This is an optimization exercise on Yosys and OpenROAD, whose aim is small area and a short achievable clock period, not a production implementation. Function was not checked in any run shown here: the RTL went through the layout flow alone.

## flow/design.v (module list and top-level ports; edited modules follow where they fit)
// module musb_mult_accum: 1430 lines
// module musb_fa: 10 lines
// module musb_ha: 9 lines
// module musb_cpa: 622 lines
// module musb_nand2: 3 lines
// module musb_nor2: 3 lines
// module musb_xor2: 3 lines
// module musb_xnor2: 3 lines
// module musb_inv: 3 lines
// module musb_o21ai: 3 lines
// module musb_a21oi: 3 lines
module musb_mult_accum #(
  parameter int WIDTH = 32
) (
  input  logic                 clk,
  input  logic                 rst,
  input  logic [WIDTH-1:0]     input_a,
  input  logic [WIDTH-1:0]     input_b,
  input  logic [2*WIDTH-1:0]   accum_in,
  input  logic                 signed_operation,
  input  logic [1:0]           op,
  input  logic                 enable_op,
  input  logic                 stall,
  input  logic                 flush,
  output logic [2*WIDTH-1:0]   mult_result,
  output logic                 active,
  output logic                 ready
);
  // ...
==> flow/run.sh <==
#!/bin/bash
# synth_recipe.tcl (not shown) runs the flow's synth.tcl, then flattens the netlist and writes it again
# the make line also repeats each setting of config.mk as NAME=value (left out here)
make -C /OpenROAD-flow-scripts/flow DESIGN_CONFIG=/design/flow/config.mk WORK_HOME=/design/flow/orfs CLKGATE_MAP_FILE= SYNTH_SCRIPT=/design/flow/synth_recipe.tcl finish
==> flow/config.mk <==
export PLATFORM = sky130hd
export DESIGN_NAME = musb_mult_accum
export DESIGN_NICKNAME = musb_mult_accum
export VERILOG_FILES = /design/flow/design.v
export SDC_FILE = /design/flow/constraint.sdc
export NUM_CORES = 4
export LEC_CHECK = 0
export CAP_MARGIN = 20
export CORE_MARGIN = 2
export CORE_UTILIZATION = 40
export SETUP_SLACK_MARGIN = 4.5
export SLEW_MARGIN = 20
export SYNTH_HIERARCHICAL = 1
export SYNTH_MINIMUM_KEEP_SIZE = 0
==> flow/constraint.sdc <==
create_clock -name core_clock -period 8.0 [get_ports {clk}]
set_input_delay 1.6000 -clock core_clock [delete_from_list [all_inputs] [get_ports {clk}]]
set_output_delay 1.6000 -clock core_clock [all_outputs]
set_load 0.01 [all_outputs]
==> impl_metrics.env, run 1 <==
export IMPL_drc=0
export IMPL_postSynthCellCount=3495
export IMPL_cp_end_kind="register"
export IMPL_status="complete, no violations"
export IMPL_syn_area_per_cell_sq_um=12.6
export IMPL_buffers=303
export IMPL_clock_path_buffers=3
export IMPL_min_path_cells=0
export IMPL_seqCellArea_sq_um=14900
export IMPL_drtIter0Drc=3290
export IMPL_synth_simple_area_share_pct=4.00
export IMPL_setup_viol=0
export IMPL_antenna_found_initial=4
export IMPL_async_flop_share_pct=13.4
export IMPL_synth_most_common_cell="xnor2_1"
export IMPL_synth_compound_area_share_pct=13.0
export IMPL_clock_sinks=508
export IMPL_post_synth_fa_ha_maj_area_fraction_pct=26.4
export IMPL_grt_pass1_vias=30700
export IMPL_placed_area_sq_um=46100
export IMPL_holdWs_ps=418
export IMPL_reg2reg_slack_ps=4520
export IMPL_synth_top_area_share_pct=29.9
export IMPL_min_to="r2[1]"
export IMPL_clock_latency_ps=660
export IMPL_crit_chain="fa_1, fa_1, nor2_1, o21ai_1, a21oi_2, o21ai_1, a21oi_4, o21ai_4, a21oi_2, o21ai_1, xor2_1"
export IMPL_final_cell_mix="582 x xnor2_1, 528 x fa_1, 440 x edfxtp_1"
export IMPL_start_kind="register"
export IMPL_synth_top_family_by_area="adder cells"
export IMPL_synth_commonest_cells="582 x xnor2_1, 542 x fa_1, 440 x edfxtp_1"
export IMPL_min_from="r1_acc[0]"
export IMPL_crit_family="compound AO/OA/AOI/OAI gates"
export IMPL_grt_pass1_wl_um=210000
export IMPL_grt_max_degree=159
export IMPL_post_cts_resized=72
export IMPL_top_register="r2"
==> run 2, diff against run 1 <==
--- a/flow/design.v
+++ b/flow/design.v
@@ -766,16 +766,23 @@
   logic bs433, bc433, bs434, bc434, bs435, bc435, bs436, bc436, bs437, bc437, bs438, bc438;
   logic bs439, bc439, bs440, bc440, bs441, bc441, bs442, bc442, bs443, bc443, bs444, bc444;
   logic bs445, bc445, bs446, bc446, bs447, bc447, bs448, bc448, bs449, bc449, bs450, bc450;
   logic bs451, bc451, bs452, bc452, bs453, bc453, bs454, bc454, bs455, bc455, bs456, bc456;
   logic bs457, bc457, bs458, bc458, bs459, bc459, bs460, bc460, bs461, bc461, bs462, bc462;
   logic bs463, bc463, bs464, bc464, bs465, bc465, bs466, bc466, bs467, bc467, bs468, bc468;
   logic bs469, bc469, bs470, bc470, bs471, bc471, bs472, bc472, bs473, bc473, bs474, bc474;
   logic bs475, bc475, bs476, bc476, bs477, bc477, bs478, bc478, bs479, bc479, bs480, bc480;
+  logic bs481, bc481, bs482, bc482, bs483, bc483, bs484, bc484, bs485, bc485, bs486, bc486;
+  logic bs487, bc487, bs488, bc488, bs489, bc489, bs490, bc490, bs491, bc491, bs492, bc492;
+  logic bs493, bc493, bs494, bc494, bs495, bc495, bs496, bc496, bs497, bc497, bs498, bc498;
+  logic bs499, bc499, bs500, bc500, bs501, bc501, bs502, bc502, bs503, bc503, bs504, bc504;
+  logic bs505, bc505, bs506, bc506, bs507, bc507, bs508, bc508, bs509, bc509, bs510, bc510;
+  logic bs511, bc511, bs512, bc512, bs513, bc513, bs514, bc514, bs515, bc515, bs516, bc516;
+  logic bs517, bc517, bs518, bc518;
   musb_fa u_bs1 (.a(r1_neg[11]), .b(r1_acc[22]), .ci(pp0_22), .s(bs1), .co(bc1));
   musb_fa u_bs2 (.a(pp1_20), .b(pp2_18), .ci(pp3_16), .s(bs2), .co(bc2));
   musb_fa u_bs3 (.a(pp4_14), .b(pp5_12), .ci(pp6_10), .s(bs3), .co(bc3));
   musb_fa u_bs4 (.a(pp7_8), .b(pp8_6), .ci(pp9_4), .s(bs4), .co(bc4));
   musb_fa u_bs5 (.a(r1_acc[23]), .b(pp0_23), .ci(pp1_21), .s(bs5), .co(bc5));
   musb_fa u_bs6 (.a(pp2_19), .b(pp3_17), .ci(pp4_15), .s(bs6), .co(bc6));
   musb_fa u_bs7 (.a(pp5_13), .b(pp6_11), .ci(pp7_9), .s(bs7), .co(bc7));
   musb_fa u_bs8 (.a(pp8_7), .b(pp9_5), .ci(pp10_3), .s(bs8), .co(bc8));
@@ -1246,170 +1253,164 @@
   musb_ha u_bs473 (.a(bc373), .b(bs374), .s(bs473), .co(bc473));
   musb_fa u_bs474 (.a(bc374), .b(bs375), .ci(bs376), .s(bs474), .co(bc474));
   musb_fa u_bs475 (.a(r1_acc[60]), .b(pp14_32), .ci(pp15_30), .s(bs475), .co(bc475));
   musb_fa u_bs476 (.a(pp16_28), .b(bc375), .ci(bc376), .s(bs476), .co(bc476));
   musb_fa u_bs477 (.a(r1_acc[61]), .b(pp14_33), .ci(pp15_31), .s(bs477), .co(bc477));
   musb_ha u_bs478 (.a(pp16_29), .b(pp16_28_t), .s(bs478), .co(bc478));
   musb_fa u_bs479 (.a(r1_acc[62]), .b(pp15_32), .ci(pp16_30), .s(bs479), .co(bc479));
   musb_fa u_bs480 (.a(r1_acc[63]), .b(pp15_33), .ci(pp16_31), .s(bs480), .co(bc480));
-  logic [228:0] r2;
+  musb_fa u_bs481 (.a(r1_neg[0]), .b(r1_acc[0]), .ci(pp0_0), .s(bs481), .co(bc481));
+  musb_fa u_bs482 (.a(r1_neg[1]), .b(r1_acc[2]), .ci(pp0_2), .s(bs482), .co(bc482));
+  musb_fa u_bs483 (.a(r1_acc[3]), .b(pp0_3), .ci(pp1_1), .s(bs483), .co(bc483));
+  musb_fa u_bs484 (.a(pp1_2), .b(pp2_0), .ci(bc483), .s(bs484), .co(bc484));
+  musb_fa u_bs485 (.a(pp2_1), .b(bc377), .ci(bs378), .s(bs485), .co(bc485));
+  musb_fa u_bs486 (.a(bs382), .b(bc379), .ci(bc380), .s(bs486), .co(bc486));
+  musb_fa u_bs487 (.a(bc382), .b(bc381), .ci(bc486), .s(bs487), .co(bc487));
+  musb_fa u_bs488 (.a(bs264), .b(bc383), .ci(bs384), .s(bs488), .co(bc488));
+  musb_fa u_bs489 (.a(bc391), .b(bc392), .ci(bs393), .s(bs489), .co(bc489));
+  musb_fa u_bs490 (.a(bc393), .b(bc394), .ci(bc489), .s(bs490), .co(bc490));
+  musb_fa u_bs491 (.a(bc463), .b(bs465), .ci(bc462), .s(bs491), .co(bc491));
+  musb_fa u_bs492 (.a(bc465), .b(bc464), .ci(bs466), .s(bs492), .co(bc492));
+  musb_fa u_bs493 (.a(bs369), .b(bc466), .ci(bs467), .s(bs493), .co(bc493));
+  musb_fa u_bs494 (.a(bc471), .b(bs473), .ci(bc470), .s(bs494), .co(bc494));
+  musb_fa u_bs495 (.a(bc473), .b(bc472), .ci(bs474), .s(bs495), .co(bc495));
+  musb_fa u_bs496 (.a(bs478), .b(bc475), .ci(bs477), .s(bs496), .co(bc496));
+  musb_fa u_bs497 (.a(bc478), .b(bc477), .ci(bs479), .s(bs497), .co(bc497));
+  musb_fa u_bs498 (.a(pp16_30_t), .b(bc479), .ci(bs480), .s(bs498), .co(bc498));
+  musb_fa u_bs499 (.a(r1_acc[1]), .b(pp0_1), .ci(bc481), .s(bs499), .co(bc499));
+  musb_fa u_bs500 (.a(pp1_0), .b(bs482), .ci(bc499), .s(bs500), .co(bc500));
+  musb_fa u_bs501 (.a(bc482), .b(bs483), .ci(bc500), .s(bs501), .co(bc501));
+  musb_fa u_bs502 (.a(bc378), .b(bs379), .ci(bs380), .s(bs502), .co(bc502));
+  musb_fa u_bs503 (.a(bs381), .b(bs486), .ci(bc502), .s(bs503), .co(bc503));
+  musb_fa u_bs504 (.a(bs383), .b(bs487), .ci(bc503), .s(bs504), .co(bc504));
+  musb_fa u_bs505 (.a(bc390), .b(bc389), .ci(bs391), .s(bs505), .co(bc505));
+  musb_fa u_bs506 (.a(bs394), .b(bc505), .ci(bs489), .s(bs506), .co(bc506));
+  musb_fa u_bs507 (.a(bs463), .b(bc460), .ci(bs462), .s(bs507), .co(bc507));
+  musb_fa u_bs508 (.a(bs471), .b(bc468), .ci(bs470), .s(bs508), .co(bc508));
+  musb_fa u_bs509 (.a(bs472), .b(bs494), .ci(bc508), .s(bs509), .co(bc509));
+  musb_fa u_bs510 (.a(bs475), .b(bc474), .ci(bs476), .s(bs510), .co(bc510));
+  musb_fa u_bs511 (.a(bc476), .b(bs496), .ci(bc510), .s(bs511), .co(bc511));
+  musb_fa u_bs512 (.a(bc388), .b(bs390), .ci(bc387), .s(bs512), .co(bc512));
+  musb_fa u_bs513 (.a(bs392), .b(bc512), .ci(bs505), .s(bs513), .co(bc513));
+  musb_fa u_bs514 (.a(bs468), .b(bc467), .ci(bs469), .s(bs514), .co(bc514));
+  musb_fa u_bs515 (.a(bs388), .b(bc385), .ci(bc386), .s(bs515), .co(bc515));
+  musb_fa u_bs516 (.a(bs389), .b(bs512), .ci(bc515), .s(bs516), .co(bc516));
+  musb_fa u_bs517 (.a(bc384), .b(bs385), .ci(bs386), .s(bs517), .co(bc517));
+  musb_fa u_bs518 (.a(bs387), .b(bs515), .ci(bc517), .s(bs518), .co(bc518));
+  logic [189:0] r2;
   always_ff @(posedge clk) begin
-    if (w_adv) r2 <= {pp16_30_t, bs480, bc479, bs479, bc478, bc477, bs478, bs477, bc476, bc475, bs476, bs475, bc474, bs474, bc473, bc472, bs473, bs472, bc471, bc470, bs471, bs470, bc469, bc468, bs469, bs468, bc467, bs369, bs467, bc466, bs466, bc465, bc464, bs465, bs464, bc463, bc462, bs463, bs462, bc461, bc460, bs461, bs460, bc459, bs360, bs459, bc458, bs358, bs458, bc457, bs356, bs457, bc456, bs354, bs456, bc455, bs455, bc454, bc453, bs454, bs453, bc452, bc451, bs452, bs451, bc450, bc449, bs450, bs449, bc448, bc447, bs448, bs447, bc446, bc445, bs446, bs445, bc444, bc443, bs444, bs443, bc442, bc441, bs442, bs441, bc440, bc439, bs440, bs439, bc438, bc437, bs438, bs437, bc436, bc435, bs436, bs435, bc434, bc433, bs434, bs433, bc432, bc431, bs432, bs431, bc430, bc429, bs430, bs429, bc428, bc427, bs428, bs427, bc426, bc425, bs426, bs425, bc424, bc423, bs424, bs423, bc422, bc421, bs422, bs421, bc420, bc419, bs420, bs419, bc418, bc417, bs418, bs417, bc416, bc415, bs416, bs415, bc414, bc413, bs414, bs413, bc412, bs412, bc411, bc410, bs411, bs410, bc409, bc408, bs409, bs408, bc407, bc406, bs407, bs406, bc405, bc404, bs405, bs404, bc403, bc402, bs403, bs402, bc401, bc400, bs401, bs400, bc399, bc398, bs399, bs398, bc397, bc396, bs397, bs396, bc395, bs395, bc394, bc393, bs394, bs393, bc392, bc391, bs392, bs391, bc390, bc389, bs390, bs389, bc388, bc387, bs388, bs387, bc386, bc385, bs386, bs385, bc384, bs264, bs384, bc383, bs383, bc382, bc381, bs382, bs381, bc380, bc379, bs380, bs379, bc378, pp2_1, bs378, bc377, pp2_0, pp1_2, bs377, pp1_1, pp0_3, r1_acc[3], pp1_0, pp0_2, r1_acc[2], r1_neg[1], pp0_1, r1_acc[1], pp0_0, r1_acc[0], r1_neg[0]};
+    if (w_adv) r2 <= {bs498, bc497, bc511, bs497, bc496, bs511, bs510, bc495, bc509, bs495, bc494, bs509, bc514, bs508, bc469, bs514, bc493, bs493, bc492, bs492, bc491, bc507, bs491, bs464, bs507, bc461, bs461, bs460, bc459, bs360, bs459, bc458, bs358, bs458, bc457, bs356, bs457, bc456, bs354, bs456, bc455, bs455, bc454, bc453, bs454, bs453, bc452, bc451, bs452, bs451, bc450, bc449, bs450, bs449, bc448, bc447, bs448, bs447, bc446, bc445, bs446, bs445, bc444, bc443, bs444, bs443, bc442, bc441, bs442, bs441, bc440, bc439, bs440, bs439, bc438, bc437, bs438, bs437, bc436, bc435, bs436, bs435, bc434, bc433, bs434, bs433, bc432, bc431, bs432, bs431, bc430, bc429, bs430, bs429, bc428, bc427, bs428, bs427, bc426, bc425, bs426, bs425, bc424, bc423, bs424, bs423, bc422, bc421, bs422, bs421, bc420, bc419, bs420, bs419, bc418, bc417, bs418, bs417, bc416, bc415, bs416, bs415, bc414, bc413, bs414, bs413, bc412, bs412, bc411, bc410, bs411, bs410, bc409, bc408, bs409, bs408, bc407, bc406, bs407, bs406, bc405, bc404, bs405, bs404, bc403, bc402, bs403, bs402, bc401, bc400, bs401, bs400, bc399, bc398, bs399, bs398, bc397, bc396, bc490, bs397, bs396, bc395, bc506, bs490, bs395, bc513, bs506, bc516, bs513, bc518, bs516, bs518, bs517, bc488, bc504, bs488, bc487, bs504, bs503, bs502, bc485, bs485, bc484, bc501, bs484, bs377, bs501, bs500, bs499, bs481};
   end
-  logic cs481, cc481, cs482, cc482, cs483, cc483, cs484, cc484, cs485, cc485, cs486, cc486;
-  logic cs487, cc487, cs488, cc488, cs489, cc489, cs490, cc490, cs491, cc491, cs492, cc492;
-  logic cs493, cc493, cs494, cc494, cs495, cc495, cs496, cc496, cs497, cc497, cs498, cc498;
-  logic cs499, cc499, cs500, cc500, cs501, cc501, cs502, cc502, cs503, cc503, cs504, cc504;
-  logic cs505, cc505, cs506, cc506, cs507, cc507, cs508, cc508, cs509, cc509, cs510, cc510;
-  logic cs511, cc511, cs512, cc512, cs513, cc513, cs514, cc514, cs515, cc515, cs516, cc516;
-  logic cs517, cc517, cs518, cc518, cs519, cc519, cs520, cc520, cs521, cc521, cs522, cc522;
-  logic cs523, cc523, cs524, cc524, cs525, cc525, cs526, cc526, cs527, cc527, cs528, cc528;
-  logic cs529, cc529, cs530, cc530, cs531, cc531, cs532, cc532, cs533, cc533, cs534, cc534;
-  logic cs535, cc535, cs536, cc536, cs537, cc537, cs538, cc538, cs539, cc539, cs540, cc540;
-  logic cs541, cc541, cs542, cc542, cs543, cc543, cs544, cc544, cs545, cc545, cs546, cc546;
-  logic cs547, cc547, cs548, cc548, cs549, cc549, cs550, cc550, cs551, cc551, cs552, cc552;
-  logic cs553, cc553, cs554, cc554, cs555, cc555, cs556, cc556, cs557, cc557, cs558, cc558;
-  logic cs559, cc559, cs560, cc560, cs561, cc561, cs562, cc562, cs563, cc563, cs564, cc564;
-  logic cs565, cc565, cs566, cc566, cs567, cc567, cs568, cc568, cs569, cc569, cs570, cc570;
-  logic cs571, cc571, cs572, cc572, cs573, cc573, cs574, cc574, cs575, cc575, cs576, cc576;
-  logic cs577, cc577, cs578, cc578, cs579, cc579, cs580, cc580, cs581, cc581, cs582, cc582;
-  logic cs583, cc583, cs584, cc584, cs585, cc585, cs586, cc586, cs587, cc587, cs588, cc588;
-  logic cs589, cc589, cs590, cc590, cs591, cc591, cs592, cc592, cs593, cc593, cs594, cc594;
-  logic cs595, cc595, cs596, cc596, cs597, cc597, cs598, cc598, cs599, cc599, cs600, cc600;
-  logic cs601, cc601, cs602, cc602, cs603, cc603, cs604, cc604, cs605, cc605, cs606, cc606;
-  musb_ha u_cs481 (.a(r2[5]), .b(r2[6]), .s(cs481), .co(cc481));
-  musb_ha u_cs482 (.a(r2[9]), .b(r2[10]), .s(cs482), .co(cc482));
-  musb_ha u_cs483 (.a(r2[12]), .b(r2[13]), .s(cs483), .co(cc483));
-  musb_ha u_cs484 (.a(r2[15]), .b(r2[16]), .s(cs484), .co(cc484));
-  musb_ha u_cs485 (.a(r2[18]), .b(r2[19]), .s(cs485), .co(cc485));
-  musb_fa u_cs486 (.a(r2[21]), .b(r2[22]), .ci(r2[23]), .s(cs486), .co(cc486));
-  musb_ha u_cs487 (.a(r2[25]), .b(r2[26]), .s(cs487), .co(cc487));
-  musb_ha u_cs488 (.a(r2[28]), .b(r2[29]), .s(cs488), .co(cc488));
-  musb_ha u_cs489 (.a(r2[31]), .b(r2[32]), .s(cs489), .co(cc489));
-  musb_fa u_cs490 (.a(r2[34]), .b(r2[35]), .ci(r2[36]), .s(cs490), .co(cc490));
-  musb_fa u_cs491 (.a(r2[38]), .b(r2[39]), .ci(r2[40]), .s(cs491), .co(cc491));
-  musb_fa u_cs492 (.a(r2[42]), .b(r2[43]), .ci(r2[44]), .s(cs492), .co(cc492));
-  musb_fa u_cs493 (.a(r2[46]), .b(r2[47]), .ci(r2[48]), .s(cs493), .co(cc493));
-  musb_ha u_cs494 (.a(r2[50]), .b(r2[51]), .s(cs494), .co(cc494));
-  musb_ha u_cs495 (.a(r2[53]), .b(r2[54]), .s(cs495), .co(cc495));
-  musb_fa u_cs496 (.a(r2[56]), .b(r2[57]), .ci(r2[58]), .s(cs496), .co(cc496));
-  musb_fa u_cs497 (.a(r2[60]), .b(r2[61]), .ci(r2[62]), .s(cs497), .co(cc497));
-  musb_fa u_cs498 (.a(r2[64]), .b(r2[65]), .ci(r2[66]), .s(cs498), .co(cc498));
-  musb_fa u_cs499 (.a(r2[68]), .b(r2[69]), .ci(r2[70]), .s(cs499), .co(cc499));
-  musb_fa u_cs500 (.a(r2[72]), .b(r2[73]), .ci(r2[74]), .s(cs500), .co(cc500));
-  musb_fa u_cs501 (.a(r2[76]), .b(r2[77]), .ci(r2[78]), .s(cs501), .co(cc501));
-  musb_fa u_cs502 (.a(r2[80]), .b(r2[81]), .ci(r2[82]), .s(cs502), .co(cc502));
-  musb_ha u_cs503 (.a(r2[84]), .b(r2[85]), .s(cs503), .co(cc503));
-  musb_ha u_cs504 (.a(r2[87]), .b(r2[88]), .s(cs504), .co(cc504));
-  musb_fa u_cs505 (.a(r2[90]), .b(r2[91]), .ci(r2[92]), .s(cs505), .co(cc505));
-  musb_fa u_cs506 (.a(r2[94]), .b(r2[95]), .ci(r2[96]), .s(cs506), .co(cc506));
-  musb_fa u_cs507 (.a(r2[98]), .b(r2[99]), .ci(r2[100]), .s(cs507), .co(cc507));
-  musb_fa u_cs508 (.a(r2[102]), .b(r2[103]), .ci(r2[104]), .s(cs508), .co(cc508));
-  musb_fa u_cs509 (.a(r2[106]), .b(r2[107]), .ci(r2[108]), .s(cs509), .co(cc509));
-  musb_fa u_cs510 (.a(r2[110]), .b(r2[111]), .ci(r2[112]), .s(cs510), .co(cc510));
-  musb_fa u_cs511 (.a(r2[114]), .b(r2[115]), .ci(r2[116]), .s(cs511), .co(cc511));
-  musb_fa u_cs512 (.a(r2[118]), .b(r2[119]), .ci(r2[120]), .s(cs512), .co(cc512));
-  musb_fa u_cs513 (.a(r2[122]), .b(r2[123]), .ci(r2[124]), .s(cs513), .co(cc513));
-  musb_fa u_cs514 (.a(r2[126]), .b(r2[127]), .ci(r2[128]), .s(cs514), .co(cc514));
-  musb_fa u_cs515 (.a(r2[130]), .b(r2[131]), .ci(r2[132]), .s(cs515), .co(cc515));
-  musb_fa u_cs516 (.a(r2[134]), .b(r2[135]), .ci(r2[136]), .s(cs516), .co(cc516));
-  musb_fa u_cs517 (.a(r2[138]), .b(r2[139]), .ci(r2[140]), .s(cs517), .co(cc517));
-  musb_fa u_cs518 (.a(r2[142]), .b(r2[143]), .ci(r2[144]), .s(cs518), .co(cc518));
-  musb_fa u_cs519 (.a(r2[146]), .b(r2[147]), .ci(r2[148]), .s(cs519), .co(cc519));
-  musb_fa u_cs520 (.a(r2[150]), .b(r2[151]), .ci(r2[152]), .s(cs520), .co(cc520));
-  musb_fa u_cs521 (.a(r2[154]), .b(r2[155]), .ci(r2[156]), .s(cs521), .co(cc521));
-  musb_fa u_cs522 (.a(r2[158]), .b(r2[159]), .ci(r2[160]), .s(cs522), .co(cc522));
-  musb_fa u_cs523 (.a(r2[162]), .b(r2[163]), .ci(r2[164]), .s(cs523), .co(cc523));
-  musb_fa u_cs524 (.a(r2[166]), .b(r2[167]), .ci(r2[168]), .s(cs524), .co(cc524));
-  musb_ha u_cs525 (.a(r2[170]), .b(r2[171]), .s(cs525), .co(cc525));
-  musb_ha u_cs526 (.a(r2[173]), .b(r2[174]), .s(cs526), .co(cc526));
-  musb_ha u_cs527 (.a(r2[176]), .b(r2[177]), .s(cs527), .co(cc527));
-  musb_ha u_cs528 (.a(r2[179]), .b(r2[180]), .s(cs528), .co(cc528));
-  musb_ha u_cs529 (.a(r2[182]), .b(r2[183]), .s(cs529), .co(cc529));
-  musb_ha u_cs530 (.a(r2[185]), .b(r2[186]), .s(cs530), .co(cc530));
-  musb_fa u_cs531 (.a(r2[188]), .b(r2[189]), .ci(r2[190]), .s(cs531), .co(cc531));
-  musb_fa u_cs532 (.a(r2[192]), .b(r2[193]), .ci(r2[194]), .s(cs532), .co(cc532));
-  musb_ha u_cs533 (.a(r2[196]), .b(r2[197]), .s(cs533), .co(cc533));
-  musb_ha u_cs534 (.a(r2[199]), .b(r2[200]), .s(cs534), .co(cc534));
-  musb_ha u_cs535 (.a(r2[202]), .b(r2[203]), .s(cs535), .co(cc535));
-  musb_fa u_cs536 (.a(r2[205]), .b(r2[206]), .ci(r2[207]), .s(cs536), .co(cc536));
-  musb_fa u_cs537 (.a(r2[209]), .b(r2[210]), .ci(r2[211]), .s(cs537), .co(cc537));
-  musb_ha u_cs538 (.a(r2[213]), .b(r2[214]), .s(cs538), .co(cc538));
-  musb_ha u_cs539 (.a(r2[216]), .b(r2[217]), .s(cs539), .co(cc539));
-  musb_fa u_cs540 (.a(r2[219]), .b(r2[220]), .ci(r2[221]), .s(cs540), .co(cc540));
-  musb_ha u_cs541 (.a(r2[223]), .b(r2[224]), .s(cs541), .co(cc541));
-  musb_ha u_cs542 (.a(r2[226]), .b(r2[227]), .s(cs542), .co(cc542));
-  musb_ha u_cs543 (.a(r2[0]), .b(r2[1]), .s(cs543), .co(cc543));
-  musb_ha u_cs544 (.a(r2[3]), .b(r2[4]), .s(cs544), .co(cc544));
-  musb_fa u_cs545 (.a(r2[7]), .b(r2[8]), .ci(cs481), .s(cs545), .co(cc545));
-  musb_fa u_cs546 (.a(r2[11]), .b(cc481), .ci(cs482), .s(cs546), .co(cc546));
-  musb_fa u_cs547 (.a(r2[14]), .b(cc482), .ci(cs483), .s(cs547), .co(cc547));
-  musb_fa u_cs548 (.a(r2[17]), .b(cc483), .ci(cs484), .s(cs548), .co(cc548));
-  musb_fa u_cs549 (.a(r2[20]), .b(cc484), .ci(cs485), .s(cs549), .co(cc549));
-  musb_fa u_cs550 (.a(r2[24]), .b(cc485), .ci(cs486), .s(cs550), .co(cc550));
-  musb_fa u_cs551 (.a(r2[27]), .b(cs487), .ci(cc486), .s(cs551), .co(cc551));
-  musb_fa u_cs552 (.a(r2[30]), .b(cc487), .ci(cs488), .s(cs552), .co(cc552));
-  musb_fa u_cs553 (.a(r2[33]), .b(cc488), .ci(cs489), .s(cs553), .co(cc553));
-  musb_fa u_cs554 (.a(r2[37]), .b(cc489), .ci(cs490), .s(cs554), .co(cc554));
-  musb_fa u_cs555 (.a(r2[41]), .b(cc490), .ci(cs491), .s(cs555), .co(cc555));
-  musb_fa u_cs556 (.a(r2[45]), .b(cc491), .ci(cs492), .s(cs556), .co(cc556));
-  musb_fa u_cs557 (.a(r2[49]), .b(cc492), .ci(cs493), .s(cs557), .co(cc557));
-  musb_fa u_cs558 (.a(r2[52]), .b(cs494), .ci(cc493), .s(cs558), .co(cc558));
-  musb_fa u_cs559 (.a(r2[55]), .b(cc494), .ci(cs495), .s(cs559), .co(cc559));
-  musb_fa u_cs560 (.a(r2[59]), .b(cc495), .ci(cs496), .s(cs560), .co(cc560));
-  musb_fa u_cs561 (.a(r2[63]), .b(cc496), .ci(cs497), .s(cs561), .co(cc561));
-  musb_fa u_cs562 (.a(r2[67]), .b(cc497), .ci(cs498), .s(cs562), .co(cc562));
-  musb_fa u_cs563 (.a(r2[71]), .b(cc498), .ci(cs499), .s(cs563), .co(cc563));
-  musb_fa u_cs564 (.a(r2[75]), .b(cc499), .ci(cs500), .s(cs564), .co(cc564));
-  musb_fa u_cs565 (.a(r2[79]), .b(cc500), .ci(cs501), .s(cs565), .co(cc565));
-  musb_fa u_cs566 (.a(r2[83]), .b(cc501), .ci(cs502), .s(cs566), .co(cc566));
-  musb_fa u_cs567 (.a(r2[86]), .b(cs503), .ci(cc502), .s(cs567), .co(cc567));
-  musb_fa u_cs568 (.a(r2[89]), .b(cc503), .ci(cs504), .s(cs568), .co(cc568));
-  musb_fa u_cs569 (.a(r2[93]), .b(cc504), .ci(cs505), .s(cs569), .co(cc569));
-  musb_fa u_cs570 (.a(r2[97]), .b(cc505), .ci(cs506), .s(cs570), .co(cc570));
-  musb_fa u_cs571 (.a(r2[101]), .b(cc506), .ci(cs507), .s(cs571), .co(cc571));
-  musb_fa u_cs572 (.a(r2[105]), .b(cc507), .ci(cs508), .s(cs572), .co(cc572));
-  musb_fa u_cs573 (.a(r2[109]), .b(cc508), .ci(cs509), .s(cs573), .co(cc573));
-  musb_fa u_cs574 (.a(r2[113]), .b(cc509), .ci(cs510), .s(cs574), .co(cc574));
-  musb_fa u_cs575 (.a(r2[117]), .b(cc510), .ci(cs511), .s(cs575), .co(cc575));
-  musb_fa u_cs576 (.a(r2[121]), .b(cc511), .ci(cs512), .s(cs576), .co(cc576));
-  musb_fa u_cs577 (.a(r2[125]), .b(cc512), .ci(cs513), .s(cs577), .co(cc577));
-  musb_fa u_cs578 (.a(r2[129]), .b(cc513), .ci(cs514), .s(cs578), .co(cc578));
-  musb_fa u_cs579 (.a(r2[133]), .b(cc514), .ci(cs515), .s(cs579), .co(cc579));
-  musb_fa u_cs580 (.a(r2[137]), .b(cc515), .ci(cs516), .s(cs580), .co(cc580));
-  musb_fa u_cs581 (.a(r2[141]), .b(cc516), .ci(cs517), .s(cs581), .co(cc581));
-  musb_fa u_cs582 (.a(r2[145]), .b(cc517), .ci(cs518), .s(cs582), .co(cc582));
-  musb_fa u_cs583 (.a(r2[149]), .b(cc518), .ci(cs519), .s(cs583), .co(cc583));
-  musb_fa u_cs584 (.a(r2[153]), .b(cc519), .ci(cs520), .s(cs584), .co(cc584));
-  musb_fa u_cs585 (.a(r2[157]), .b(cc520), .ci(cs521), .s(cs585), .co(cc585));
-  musb_fa u_cs586 (.a(r2[161]), .b(cc521), .ci(cs522), .s(cs586), .co(cc586));
-  musb_fa u_cs587 (.a(r2[165]), .b(cc522), .ci(cs523), .s(cs587), .co(cc587));
-  musb_fa u_cs588 (.a(r2[169]), .b(cc523), .ci(cs524), .s(cs588), .co(cc588));
-  musb_fa u_cs589 (.a(r2[172]), .b(cs525), .ci(cc524), .s(cs589), .co(cc589));
-  musb_fa u_cs590 (.a(r2[175]), .b(cc525), .ci(cs526), .s(cs590), .co(cc590));
-  musb_fa u_cs591 (.a(r2[178]), .b(cc526), .ci(cs527), .s(cs591), .co(cc591));
-  musb_fa u_cs592 (.a(r2[181]), .b(cc527), .ci(cs528), .s(cs592), .co(cc592));
-  musb_fa u_cs593 (.a(r2[184]), .b(cc528), .ci(cs529), .s(cs593), .co(cc593));
-  musb_fa u_cs594 (.a(r2[187]), .b(cc529), .ci(cs530), .s(cs594), .co(cc594));
-  musb_fa u_cs595 (.a(r2[191]), .b(cc530), .ci(cs531), .s(cs595), .co(cc595));
-  musb_fa u_cs596 (.a(r2[195]), .b(cc531), .ci(cs532), .s(cs596), .co(cc596));
-  musb_fa u_cs597 (.a(r2[198]), .b(cs533), .ci(cc532), .s(cs597), .co(cc597));
-  musb_fa u_cs598 (.a(r2[201]), .b(cc533), .ci(cs534), .s(cs598), .co(cc598));
-  musb_fa u_cs599 (.a(r2[204]), .b(cc534), .ci(cs535), .s(cs599), .co(cc599));
-  musb_fa u_cs600 (.a(r2[208]), .b(cc535), .ci(cs536), .s(cs600), .co(cc600));
-  musb_fa u_cs601 (.a(r2[212]), .b(cc536), .ci(cs537), .s(cs601), .co(cc601));
-  musb_fa u_cs602 (.a(r2[215]), .b(cs538), .ci(cc537), .s(cs602), .co(cc602));
-  musb_fa u_cs603 (.a(r2[218]), .b(cc538), .ci(cs539), .s(cs603), .co(cc603));
-  musb_fa u_cs604 (.a(r2[222]), .b(cc539), .ci(cs540), .s(cs604), .co(cc604));
-  musb_fa u_cs605 (.a(r2[225]), .b(cs541), .ci(cc540), .s(cs605), .co(cc605));
-  musb_fa u_cs606 (.a(r2[228]), .b(cc541), .ci(cs542), .s(cs606), .co(cc606));
+  logic cs519, cc519, cs520, cc520, cs521, cc521, cs522, cc522, cs523, cc523, cs524, cc524;
+  logic cs525, cc525, cs526, cc526, cs527, cc527, cs528, cc528, cs529, cc529, cs530, cc530;
+  logic cs531, cc531, cs532, cc532, cs533, cc533, cs534, cc534, cs535, cc535, cs536, cc536;
+  logic cs537, cc537, cs538, cc538, cs539, cc539, cs540, cc540, cs541, cc541, cs542, cc542;
+  logic cs543, cc543, cs544, cc544, cs545, cc545, cs546, cc546, cs547, cc547, cs548, cc548;
+  logic cs549, cc549, cs550, cc550, cs551, cc551, cs552, cc552, cs553, cc553, cs554, cc554;
+  logic cs555, cc555, cs556, cc556, cs557, cc557, cs558, cc558, cs559, cc559, cs560, cc560;
+  logic cs561, cc561, cs562, cc562, cs563, cc563, cs564, cc564, cs565, cc565, cs566, cc566;
+  logic cs567, cc567, cs568, cc568, cs569, cc569, cs570, cc570, cs571, cc571, cs572, cc572;
+  logic cs573, cc573, cs574, cc574, cs575, cc575, cs576, cc576, cs577, cc577, cs578, cc578;
+  logic cs579, cc579, cs580, cc580, cs581, cc581, cs582, cc582, cs583, cc583, cs584, cc584;
+  logic cs585, cc585, cs586, cc586, cs587, cc587, cs588, cc588, cs589, cc589, cs590, cc590;
+  logic cs591, cc591, cs592, cc592, cs593, cc593, cs594, cc594, cs595, cc595, cs596, cc596;
+  logic cs597, cc597, cs598, cc598, cs599, cc599, cs600, cc600, cs601, cc601, cs602, cc602;
+  logic cs603, cc603, cs604, cc604, cs605, cc605, cs606, cc606;
+  musb_ha u_cs519 (.a(r2[28]), .b(r2[29]), .s(cs519), .co(cc519));
+  musb_fa u_cs520 (.a(r2[32]), .b(r2[33]), .ci(r2[34]), .s(cs520), .co(cc520));
+  musb_fa u_cs521 (.a(r2[36]), .b(r2[37]), .ci(r2[38]), .s(cs521), .co(cc521));
+  musb_fa u_cs522 (.a(r2[40]), .b(r2[41]), .ci(r2[42]), .s(cs522), .co(cc522));
+  musb_fa u_cs523 (.a(r2[44]), .b(r2[45]), .ci(r2[46]), .s(cs523), .co(cc523));
+  musb_fa u_cs524 (.a(r2[48]), .b(r2[49]), .ci(r2[50]), .s(cs524), .co(cc524));
+  musb_fa u_cs525 (.a(r2[52]), .b(r2[53]), .ci(r2[54]), .s(cs525), .co(cc525));
+  musb_fa u_cs526 (.a(r2[56]), .b(r2[57]), .ci(r2[58]), .s(cs526), .co(cc526));
+  musb_ha u_cs527 (.a(r2[60]), .b(r2[61]), .s(cs527), .co(cc527));
+  musb_ha u_cs528 (.a(r2[63]), .b(r2[64]), .s(cs528), .co(cc528));
+  musb_fa u_cs529 (.a(r2[66]), .b(r2[67]), .ci(r2[68]), .s(cs529), .co(cc529));
+  musb_fa u_cs530 (.a(r2[70]), .b(r2[71]), .ci(r2[72]), .s(cs530), .co(cc530));
+  musb_fa u_cs531 (.a(r2[74]), .b(r2[75]), .ci(r2[76]), .s(cs531), .co(cc531));
+  musb_fa u_cs532 (.a(r2[78]), .b(r2[79]), .ci(r2[80]), .s(cs532), .co(cc532));
+  musb_fa u_cs533 (.a(r2[82]), .b(r2[83]), .ci(r2[84]), .s(cs533), .co(cc533));
+  musb_fa u_cs534 (.a(r2[86]), .b(r2[87]), .ci(r2[88]), .s(cs534), .co(cc534));
+  musb_fa u_cs535 (.a(r2[90]), .b(r2[91]), .ci(r2[92]), .s(cs535), .co(cc535));
+  musb_fa u_cs536 (.a(r2[94]), .b(r2[95]), .ci(r2[96]), .s(cs536), .co(cc536));
+  musb_fa u_cs537 (.a(r2[98]), .b(r2[99]), .ci(r2[100]), .s(cs537), .co(cc537));
+  musb_fa u_cs538 (.a(r2[102]), .b(r2[103]), .ci(r2[104]), .s(cs538), .co(cc538));
+  musb_fa u_cs539 (.a(r2[106]), .b(r2[107]), .ci(r2[108]), .s(cs539), .co(cc539));
+  musb_fa u_cs540 (.a(r2[110]), .b(r2[111]), .ci(r2[112]), .s(cs540), .co(cc540));
+  musb_fa u_cs541 (.a(r2[114]), .b(r2[115]), .ci(r2[116]), .s(cs541), .co(cc541));
+  musb_fa u_cs542 (.a(r2[118]), .b(r2[119]), .ci(r2[120]), .s(cs542), .co(cc542));
+  musb_fa u_cs543 (.a(r2[122]), .b(r2[123]), .ci(r2[124]), .s(cs543), .co(cc543));
+  musb_fa u_cs544 (.a(r2[126]), .b(r2[127]), .ci(r2[128]), .s(cs544), .co(cc544));
+  musb_fa u_cs545 (.a(r2[130]), .b(r2[131]), .ci(r2[132]), .s(cs545), .co(cc545));
+  musb_fa u_cs546 (.a(r2[134]), .b(r2[135]), .ci(r2[136]), .s(cs546), .co(cc546));
+  musb_fa u_cs547 (.a(r2[138]), .b(r2[139]), .ci(r2[140]), .s(cs547), .co(cc547));
+  musb_fa u_cs548 (.a(r2[142]), .b(r2[143]), .ci(r2[144]), .s(cs548), .co(cc548));
+  musb_ha u_cs549 (.a(r2[146]), .b(r2[147]), .s(cs549), .co(cc549));
+  musb_ha u_cs550 (.a(r2[149]), .b(r2[150]), .s(cs550), .co(cc550));
+  musb_ha u_cs551 (.a(r2[152]), .b(r2[153]), .s(cs551), .co(cc551));
+  musb_ha u_cs552 (.a(r2[155]), .b(r2[156]), .s(cs552), .co(cc552));
+  musb_ha u_cs553 (.a(r2[158]), .b(r2[159]), .s(cs553), .co(cc553));
+  musb_ha u_cs554 (.a(r2[161]), .b(r2[162]), .s(cs554), .co(cc554));
+  musb_ha u_cs555 (.a(r2[4]), .b(r2[5]), .s(cs555), .co(cc555));
+  musb_ha u_cs556 (.a(r2[7]), .b(r2[8]), .s(cs556), .co(cc556));
+  musb_ha u_cs557 (.a(r2[9]), .b(r2[10]), .s(cs557), .co(cc557));
+  musb_ha u_cs558 (.a(r2[13]), .b(r2[14]), .s(cs558), .co(cc558));
+  musb_ha u_cs559 (.a(r2[16]), .b(r2[17]), .s(cs559), .co(cc559));
+  musb_ha u_cs560 (.a(r2[25]), .b(r2[26]), .s(cs560), .co(cc560));
+  musb_fa u_cs561 (.a(r2[30]), .b(r2[31]), .ci(cs519), .s(cs561), .co(cc561));
+  musb_fa u_cs562 (.a(r2[35]), .b(cc519), .ci(cs520), .s(cs562), .co(cc562));
+  musb_fa u_cs563 (.a(r2[39]), .b(cc520), .ci(cs521), .s(cs563), .co(cc563));
+  musb_fa u_cs564 (.a(r2[43]), .b(cc521), .ci(cs522), .s(cs564), .co(cc564));
+  musb_fa u_cs565 (.a(r2[47]), .b(cc522), .ci(cs523), .s(cs565), .co(cc565));
+  musb_fa u_cs566 (.a(r2[51]), .b(cc523), .ci(cs524), .s(cs566), .co(cc566));
+  musb_fa u_cs567 (.a(r2[55]), .b(cc524), .ci(cs525), .s(cs567), .co(cc567));
+  musb_fa u_cs568 (.a(r2[59]), .b(cc525), .ci(cs526), .s(cs568), .co(cc568));
+  musb_fa u_cs569 (.a(r2[62]), .b(cs527), .ci(cc526), .s(cs569), .co(cc569));
+  musb_fa u_cs570 (.a(r2[65]), .b(cc527), .ci(cs528), .s(cs570), .co(cc570));
+  musb_fa u_cs571 (.a(r2[69]), .b(cc528), .ci(cs529), .s(cs571), .co(cc571));
+  musb_fa u_cs572 (.a(r2[73]), .b(cc529), .ci(cs530), .s(cs572), .co(cc572));
+  musb_fa u_cs573 (.a(r2[77]), .b(cc530), .ci(cs531), .s(cs573), .co(cc573));
+  musb_fa u_cs574 (.a(r2[81]), .b(cc531), .ci(cs532), .s(cs574), .co(cc574));
+  musb_fa u_cs575 (.a(r2[85]), .b(cc532), .ci(cs533), .s(cs575), .co(cc575));
+  musb_fa u_cs576 (.a(r2[89]), .b(cc533), .ci(cs534), .s(cs576), .co(cc576));
+  musb_fa u_cs577 (.a(r2[93]), .b(cc534), .ci(cs535), .s(cs577), .co(cc577));
+  musb_fa u_cs578 (.a(r2[97]), .b(cc535), .ci(cs536), .s(cs578), .co(cc578));
+  musb_fa u_cs579 (.a(r2[101]), .b(cc536), .ci(cs537), .s(cs579), .co(cc579));
+  musb_fa u_cs580 (.a(r2[105]), .b(cc537), .ci(cs538), .s(cs580), .co(cc580));
+  musb_fa u_cs581 (.a(r2[109]), .b(cc538), .ci(cs539), .s(cs581), .co(cc581));
+  musb_fa u_cs582 (.a(r2[113]), .b(cc539), .ci(cs540), .s(cs582), .co(cc582));
+  musb_fa u_cs583 (.a(r2[117]), .b(cc540), .ci(cs541), .s(cs583), .co(cc583));
+  musb_fa u_cs584 (.a(r2[121]), .b(cc541), .ci(cs542), .s(cs584), .co(cc584));
+  musb_fa u_cs585 (.a(r2[125]), .b(cc542), .ci(cs543), .s(cs585), .co(cc585));
+  musb_fa u_cs586 (.a(r2[129]), .b(cc543), .ci(cs544), .s(cs586), .co(cc586));
+  musb_fa u_cs587 (.a(r2[133]), .b(cc544), .ci(cs545), .s(cs587), .co(cc587));
+  musb_fa u_cs588 (.a(r2[137]), .b(cc545), .ci(cs546), .s(cs588), .co(cc588));
+  musb_fa u_cs589 (.a(r2[141]), .b(cc546), .ci(cs547), .s(cs589), .co(cc589));
+  musb_fa u_cs590 (.a(r2[145]), .b(cc547), .ci(cs548), .s(cs590), .co(cc590));
+  musb_fa u_cs591 (.a(r2[148]), .b(cs549), .ci(cc548), .s(cs591), .co(cc591));
+  musb_fa u_cs592 (.a(r2[151]), .b(cc549), .ci(cs550), .s(cs592), .co(cc592));
+  musb_fa u_cs593 (.a(r2[154]), .b(cc550), .ci(cs551), .s(cs593), .co(cc593));
+  musb_fa u_cs594 (.a(r2[157]), .b(cc551), .ci(cs552), .s(cs594), .co(cc594));
+  musb_fa u_cs595 (.a(r2[160]), .b(cc552), .ci(cs553), .s(cs595), .co(cc595));
+  musb_fa u_cs596 (.a(r2[163]), .b(cc553), .ci(cs554), .s(cs596), .co(cc596));
+  musb_fa u_cs597 (.a(r2[164]), .b(r2[165]), .ci(cc554), .s(cs597), .co(cc597));
+  musb_fa u_cs598 (.a(r2[166]), .b(r2[167]), .ci(r2[168]), .s(cs598), .co(cc598));
+  musb_ha u_cs599 (.a(r2[169]), .b(r2[170]), .s(cs599), .co(cc599));
+  musb_ha u_cs600 (.a(r2[171]), .b(r2[172]), .s(cs600), .co(cc600));
+  musb_ha u_cs601 (.a(r2[173]), .b(r2[174]), .s(cs601), .co(cc601));
+  musb_fa u_cs602 (.a(r2[175]), .b(r2[176]), .ci(r2[177]), .s(cs602), .co(cc602));
+  musb_ha u_cs603 (.a(r2[179]), .b(r2[180]), .s(cs603), .co(cc603));
+  musb_ha u_cs604 (.a(r2[182]), .b(r2[183]), .s(cs604), .co(cc604));
+  musb_ha u_cs605 (.a(r2[185]), .b(r2[186]), .s(cs605), .co(cc605));
+  musb_ha u_cs606 (.a(r2[188]), .b(r2[189]), .s(cs606), .co(cc606));
   logic [63:0] w_x, w_y, w_sum;
-  assign w_x = {cc605, cc604, cc603, cc602, cc601, cc600, cc599, cc598, cc597, cc596, cc595, cc594, cc593, cc592, cc591, cc590, cc589, cc588, cc587, cc586, cc585, cc584, cc583, cc582, cc581, cc580, cc579, cc578, cc577, cc576, cc575, cc574, cc573, cc572, cc571, cc570, cc569, cc568, cc567, cc566, cc565, cc564, cc563, cc562, cc561, cc560, cc559, cc558, cc557, cc556, cc555, cc554, cc553, cc552, cc551, cc550, cc549, cc548, cc547, cc546, cc545, cc544, cc543, cs543};
-  assign w_y = {cs606, cs605, cs604, cs603, cs602, cs601, cs600, cs599, cs598, cs597, cs596, cs595, cs594, cs593, cs592, cs591, cs590, cs589, cs588, cs587, cs586, cs585, cs584, cs583, cs582, cs581, cs580, cs579, cs578, cs577, cs576, cs575, cs574, cs573, cs572, cs571, cs570, cs569, cs568, cs567, cs566, cs565, cs564, cs563, cs562, cs561, cs560, cs559, cs558, cs557, cs556, cs555, cs554, cs553, cs552, cs551, cs550, cs549, cs548, cs547, cs546, cs545, cs544, r2[2]};
+  assign w_x = {cc605, cs605, cc604, cc603, cs603, cc602, cc601, cc600, cc599, cc598, cc597, cc596, cc595, cc594, cc593, cc592, cc591, cc590, cc589, cc588, cc587, cc586, cc585, cc584, cc583, cc582, cc581, cc580, cc579, cc578, cc577, cc576, cc575, cc574, cc573, cc572, cc571, cc570, cc569, cc568, cc567, cc566, cc565, cc564, cc563, cc562, cc561, cc560, cs560, r2[23], r2[21], r2[19], cc559, cc558, cs558, r2[12], cc557, cc556, cc555, cs555, r2[3], r2[2], r2[1], r2[0]};
+  assign w_y = {cs606, r2[187], r2[184], cs604, r2[181], r2[178], cs602, cs601, cs600, cs599, cs598, cs597, cs596, cs595, cs594, cs593, cs592, cs591, cs590, cs589, cs588, cs587, cs586, cs585, cs584, cs583, cs582, cs581, cs580, cs579, cs578, cs577, cs576, cs575, cs574, cs573, cs572, cs571, cs570, cs569, cs568, cs567, cs566, cs565, cs564, cs563, cs562, cs561, r2[27], r2[24], r2[22], r2[20], r2[18], cs559, r2[15], 1'b0, r2[11], cs557, cs556, r2[6], 1'b0, 1'b0, 1'b0, 1'b0};
   musb_cpa u_cpa (.x(w_x), .y(w_y), .s(w_sum));
   logic [63:0] r3;
   always_ff @(posedge clk) begin
     if (w_adv) r3 <= w_sum;
   end
   logic [3:0] r_valid;
   always_ff @(posedge clk or posedge rst) begin
     if (rst) begin
==> impl_metrics.env, run 2 <==
export IMPL_path_class="reg -> reg"
export IMPL_placed_area_sq_um=44900
export IMPL_drtAntennaViolNets=0
export IMPL_grt_pass1_wl_um=199000
export IMPL_min_from="r3[30]"
export IMPL_async_flop_share_pct=14.5
export IMPL_fin_crit_ps=3500
export IMPL_diodes=0
export IMPL_cts_buffers=51
export IMPL_worstPathArrival_ps=3820
export IMPL_core_area_sq_um=107000
export IMPL_ys_types=28
export IMPL_drc=0
export IMPL_max_clock_freq_mhz=285
export IMPL_die_w_um=332
export IMPL_boundaryPins=202
export IMPL_port_buffers=201
export IMPL_viasPerCell=5.83
export IMPL_reg2reg_slack_ps=4500
export IMPL_synth_most_common_cell="xnor2_1"
export IMPL_nNetsFinal=4147
export IMPL_layoutNonFillerInstCount=4849
export IMPL_maxCapViolCount=0
export IMPL_post_place_ws_ps=4000
export IMPL_min_to="mult_result[30]"
export IMPL_drive_gt1_share_pct=12.7
export IMPL_slew_headroom_pct=40.1
export IMPL_cp_end_kind="register"
export IMPL_postSynthCellCount=3457
export IMPL_vias=28300
export IMPL_post_route_util_pct=44.2
export IMPL_setup_viol=0
export IMPL_synth_top_area_share_pct=28.0
export IMPL_synth_commonest_cells="582 x xnor2_1, 547 x fa_1, 402 x a22oi_1"
export IMPL_crit_required_ps=8320
export IMPL_drt_pre_antenna_iters=6
export IMPL_final_cell_mix="582 x xnor2_1, 545 x fa_1, 401 x edfxtp_1"
export IMPL_gr_usage_all_layers_pct=24.3
export IMPL_cts_max_level=2
export IMPL_drtIter0Drc=3294
export IMPL_dieArea_sq_um=110000
export IMPL_synth_area_sq_um=43100
export IMPL_largest_reg_flops=190
export IMPL_path_max_fanout=35
export IMPL_ys_warn_count=7
export IMPL_clock_sinks=469
export IMPL_r2r_start="r1_neg[3]"
export IMPL_ys_seq_area_share_pct=31.9
export IMPL_setup_slack_ps=4500
export IMPL_worst_r2r_path_depth=6
export IMPL_final_area_sq_um=47300
export IMPL_rsz0062_at_grt="yes"
export IMPL_fin_setup_tns_ps=0
export IMPL_hp_class="reg -> reg"
export IMPL_hpwl_um=86600
export IMPL_fillers=9858
export IMPL_synth_edf_count=401
export IMPL_fp_row_count=120
export IMPL_start_util_pct=40.3
export IMPL_min_path_cells=1
export IMPL_grt_overflow=0
export IMPL_syn_area_per_cell_sq_um=12.5
export IMPL_clkTransAtPathRegs_ps=60
export IMPL_status="complete, no violations"
export IMPL_final_common_cell="xnor2_1"
export IMPL_final_setup_skew_ps=21.4
export IMPL_ys_seq_elements=469
export IMPL_holdWs_ps=472
export IMPL_slew_viol_final=0
export IMPL_place_inst=4753
export IMPL_finalHoldViolCount=0
export IMPL_grt_pass1_vias=29700
export IMPL_grt_max_degree=140
export IMPL_drt_total_wl_um=136000
export IMPL_start_kind="register"
export IMPL_synth_largest_area_cell="edfxtp_1"
export IMPL_wl_per_cell_um=28.0
export IMPL_area_delta_synth_final_pct=9.74
export IMPL_top_register="r2"
export IMPL_min_period_over_period_pct=43.8
export IMPL_antenna_found_initial=12
export IMPL_worstMarginPinSlew_ps=899
export IMPL_cts_tree="yes"
export IMPL_ys_top_cells_by_area="edfxtp_1 28%, fa_1 25%, xnor2_1 12%, a22oi_1 7.0%, dfrtp_1 4.0%"
export IMPL_die_height_um=332
export IMPL_clock_path_buffers=3
export IMPL_place_gp_congestion=0.918
export IMPL_ctsRootBufferMaster="clkbuf_16"
export IMPL_clock_latency_ps=630
export IMPL_regToRegEndpoint="r2[125]"
export IMPL_synthFlopType="edfxtp_1"
[run 2: changes by cell type after synthesis, moves of 2 or more]
cell	delta
buf_2	-2
edfxtp_1	-39
ha_1	-5
fa_1	+5
buf_4	+2
[run 2: area by class of cell]
cell class                      count  area [sq um]  area share, %
Clock buffer                       65          1390           2.94
Clock inverter                     30           329          0.696
Inverter                           19          76.3          0.162
Multi-Input combinational cell   2569         26700           56.5
Sequential cell                   469         13700           29.1
Tap cell                         1403          1760           3.71
Timing Repair Buffer              294          3250           6.88
[run 2: repair_timing]
item	in CTS	in global routing
gates resized for setup	62	139
buffers inserted	0	1
hold buffers	0	0
endpoints found under the setup margin	44	83
pin swaps	0	2
[run 2: kinds of logic (layout without fill, tap and decap cells)]
family	count (synthesis)	after routing	share of synthesized area (%)
adder cells (fa/ha/maj)	607	607	27.2
flip-flops	469	469	31.9
buffers and inverters	432	408	6.35
AND/OR/NAND/NOR	400	400	4.10
other	1	14	0.00871
AO/OA/AOI/OAI	729	729	13.4
XOR/XNOR	751	751	15.3
multiplexers	68	68	1.81
[run 2: worst max-delay path, stage by stage (launching register included)]
cell and delay, ps:
edfxtp_1 350, buf_6 450, xor2_1 340, fa_1 490
fa_1 470, fa_1 540, fa_1 520
[run 2: modules after synthesis (local to each module, per instance), a selection]
| module | cells inside | times used | area (sq um) | flops+latches |
|---|---|---|---|---|
| musb_o21ai | 1 | 114 | 5.00 | 0 |
| musb_inv | 1 | 16 | 3.75 | 0 |
| musb_nor2 | 1 | 134 | 3.75 | 0 |
| musb_ha | 1 | 59 | 12.5 | 0 |
| musb_cpa | 64 | 1 | 480 | 0 |
| musb_xor2 | 1 | 106 | 8.76 | 0 |
| musb_mult_accum | 2209 | 1 | 27600 | 469 |
| musb_fa | 1 | 547 | 20.0 | 0 |
| musb_nand2 | 1 | 115 | 3.75 | 0 |
[run 2: metal layers]
metal | global-route usage [%] | up-vias | share of wire, %
li1 | - | 11700 | -
met1 | 33.2 | 14200 | 40
met2 | 35.5 | 1920 | 42
met3 | 7.84 | 427 | 13
met4 | 10.5 | 18 | 4.3
met5 | 0 | - | 0.10
[run 2: worst max path at each step]
stage | start | end | slack (ps) | cells after the start
3_5_place_dp | stall | r2[31] | 4000 | 4
4_1_cts | r1_neg[4] | r2[62] | 4450 | 6
6_report | r1_neg[3] | r2[125] | 4500 | 6
5_1_grt | r1_one[11] | r2[62] | 4440 | 7
3_3_place_gp | stall | r2[23] | 4060 | 4
2_1_floorplan | stall | r1_a[0] | -360 | 4
==> run 3, diff against run 2 <==
--- a/flow/config.mk
+++ b/flow/config.mk
@@ -9,4 +9,5 @@
 export CORE_MARGIN = 2
 export CORE_UTILIZATION = 40
+export PLACE_DENSITY = 0.85
 export SETUP_SLACK_MARGIN = 4.5
 export SLEW_MARGIN = 20
==> impl_metrics.env, run 3 <==
export IMPL_synth_compound_area_share_pct=13.4
export IMPL_slowest_stage="fa_1"
export IMPL_drive_gt1_share_pct=13.4
export IMPL_cts_max_level=2
export IMPL_die_height_um=332
export IMPL_antenna_found_initial=2
export IMPL_syn_area_per_cell_sq_um=12.5
export IMPL_slew_headroom_pct=24.0
export IMPL_start_util_pct=40.3
export IMPL_core_area_sq_um=107000
export IMPL_path_class="reg -> reg"
export IMPL_async_flop_share_pct=14.5
export IMPL_min_period_over_period_pct=44.1
export IMPL_slew_viol_final=0
export IMPL_final_area_sq_um=47100
export IMPL_die_w_um=332
export IMPL_final_cell_mix="580 x xnor2_1, 544 x fa_1, 401 x edfxtp_1"
export IMPL_fillers=9398
export IMPL_ctsRootBufferMaster="clkbuf_16"
export IMPL_cts_buffers=47
export IMPL_ys_seq_area_share_pct=31.9
export IMPL_top_register="r2"
export IMPL_postSynthCellCount=3457
export IMPL_synthFlopType="edfxtp_1"
export IMPL_holdWs_ps=477
export IMPL_drc=0
export IMPL_hp_class="reg -> reg"
export IMPL_drt_total_wl_um=133000
export IMPL_synthXorXnorAreaFrac_pct=15.3
export IMPL_start_kind="register"
export IMPL_drtAntennaViolNets=0
export IMPL_placed_area_sq_um=44900
export IMPL_grt_overflow=0
export IMPL_nNetsFinal=4146
export IMPL_crit_required_ps=8380
export IMPL_cts_tree="yes"
export IMPL_fin_crit_ps=3530
export IMPL_synth_area_sq_um=43100
export IMPL_drtIter0Drc=4511
export IMPL_ys_warn_count=7
export IMPL_synth_edf_count=401
export IMPL_grt_pass1_wl_um=197000
export IMPL_clock_latency_ps=640
export IMPL_gr_usage_all_layers_pct=23.6
export IMPL_synth_commonest_cells="582 x xnor2_1, 547 x fa_1, 402 x a22oi_1"
export IMPL_area_delta_synth_final_pct=9.33
export IMPL_clock_path_buffers=3
export IMPL_finalHoldViolCount=0
export IMPL_synth_simple_area_share_pct=4.10
export IMPL_rsz0062_at_grt="yes"
export IMPL_crit_family="adder cells"
export IMPL_maxCapViolCount=0
export IMPL_cp_end_kind="register"
export IMPL_setup_viol=0
export IMPL_synth_top_area_share_pct=28.0
export IMPL_grt_pass1_vias=31800
export IMPL_ys_types=28
export IMPL_critPathMaxStageDelay_ps=570
export IMPL_fp_row_count=120
export IMPL_status="complete, no violations"
export IMPL_max_clock_freq_mhz=283
export IMPL_clkTransAtPathRegs_ps=60
export IMPL_drt_pre_antenna_iters=8
export IMPL_final_setup_skew_ps=28.8
export IMPL_worstMarginPinSlew_ps=1140
export IMPL_final_common_cell="xnor2_1"
export IMPL_hold_buffers=0
export IMPL_clock_sinks=469
export IMPL_dieArea_sq_um=110000
export IMPL_synth_top_family_by_area="adder cells"
export IMPL_path_max_fanout=33
export IMPL_crit_buf_inv=1
export IMPL_viasPerCell=6.11
export IMPL_port_buffers=201
export IMPL_synth_largest_area_cell="edfxtp_1"
export IMPL_crit_chain="buf_6, a22oi_1, xnor2_2, fa_1, fa_1, fa_1, fa_1"
export IMPL_worst_path_most_repeated_cell="fa_1"
export IMPL_ys_seq_elements=469
export IMPL_worstPathArrival_ps=3920
export IMPL_synth_most_common_cell="xnor2_1"
export IMPL_hpwl_um=86100
export IMPL_vias=29600
export IMPL_grt_max_degree=191
export IMPL_synthMuxAreaShare_pct=1.81
export IMPL_ys_top_cells_by_area="edfxtp_1 28%, fa_1 25%, xnor2_1 12%, a22oi_1 7.0%, dfrtp_1 4.0%"
export IMPL_wl_per_cell_um=27.5
export IMPL_fin_setup_tns_ps=0
export IMPL_boundaryPins=202
export IMPL_post_synth_fa_ha_maj_area_fraction_pct=27.2
export IMPL_largest_reg_flops=190
export IMPL_place_gp_congestion=0.942
==> run 3: cell counts after synthesis <==
No cell type changed its count.
==> run 3: cell families after synthesis <==
family | Yosys count
buf+inv | 432
fa+ha+maj | 607
simple gates | 400
compound gates | 729
mux | 68
other cells | 1
flops | 469
xor+xnor | 751
==> run 3: cell type report <==
type                       count  area [sq um]  area share, %
multi-input combinational   2569         26800           56.9
sequential                   469         13700           29.2
timing repair buffer         297          3070           6.52
tap                         1403          1760           3.73
clock buffer                  56          1270           2.70
clock inverter                32           362          0.768
inverter                      19          76.3          0.162
antenna                        1          2.50        0.00532
==> run 3: final timing paths <==
check,startpoint,endpoint,slack [ps],cells after the start
max,r1_a[21],r2[121],4470,7
min,r3[35],mult_result[35],480,1
max reg2reg,r1_a[21],r2[121],4470,7
min reg2reg,r3[35],mult_result[35],480,1
max in group asynchronous,rst,r_valid[0],5800,3
min in group asynchronous,rst,mult_result[58],1220,2
==> run 3: per-stage QoR <==
stage / cells / utilization [%] / setup WS (ps)
global route: 4846 / 44.0 / 4430
CTS: 4843 / 43.7 / 4490
finish: 4846 / 44.0 / 4470
floorplan: 3470 / - / -355
global placement: 4751 / 42.0 / 4050
detailed placement: 4751 / 42.0 / 4000
==> run 3: Yosys stat by module (local to each module, per instance) <==
module           flip-flops and latches  cells inside  times used  cell area, sq um
musb_fa                               0             1         547              20.0
musb_nand2                            0             1         115              3.75
musb_cpa                              0            64           1               480
musb_ha                               0             1          59              12.5
musb_inv                              0             1          16              3.75
musb_xor2                             0             1         106              8.76
musb_xnor2                            0             1          21              8.76
musb_a21oi                            0             1          72              8.76
musb_nor2                             0             1         134              3.75
musb_mult_accum                     469          2209           1             27600
musb_o21ai                            0             1         114              5.00
==> run 3: per-layer routing <==
metal	GRT usage (%)	share of wire [%]
met5	0	0.0097
met4	13.9	7.1
met3	10.4	15
met2	36.7	45
met1	26.9	33
==> run 3: repair_timing <==
item | CTS | global route
buffers inserted | 4 | 2
gates resized for setup | 50 | 89
endpoints found under the setup margin | 120 | 57

==> re-timing with driven ports <==
No port has a modelled driver above. Below, the same layouts with a new extraction and two added sets of constraints. Step 1: set_driving_cell puts a clkbuf_16 on clk and a buf_2 on each other input, an assumption about the parent block. Step 2, shift: input delay + t, output delay - t, t = (earliest + latest rising clock arrival at the registers) / 2. This alone moves slack from input paths to output paths. Slacks: no drivers / after step 1 / after step 2; pairs: no drivers / after step 1.
run	t (ns)	setup WS [ns]	worst hold slack (ns)	worst setup path at the end
run 1	0.711	4.523 / 4.523 / 4.076	0.418 / 0.418 / 0.418	input to register
run 2	0.682	4.497 / 4.497 / 4.169	0.472 / 0.472 / 0.472	input to register
run 3	0.694	4.469 / 4.469 / 3.997	0.477 / 0.477 / 0.477	input to register
After both steps setup and hold are still met in every run listed. The setup slack of run 3, which loses most, moves by 0.000 ns with the drivers and by -0.472 ns with both steps.
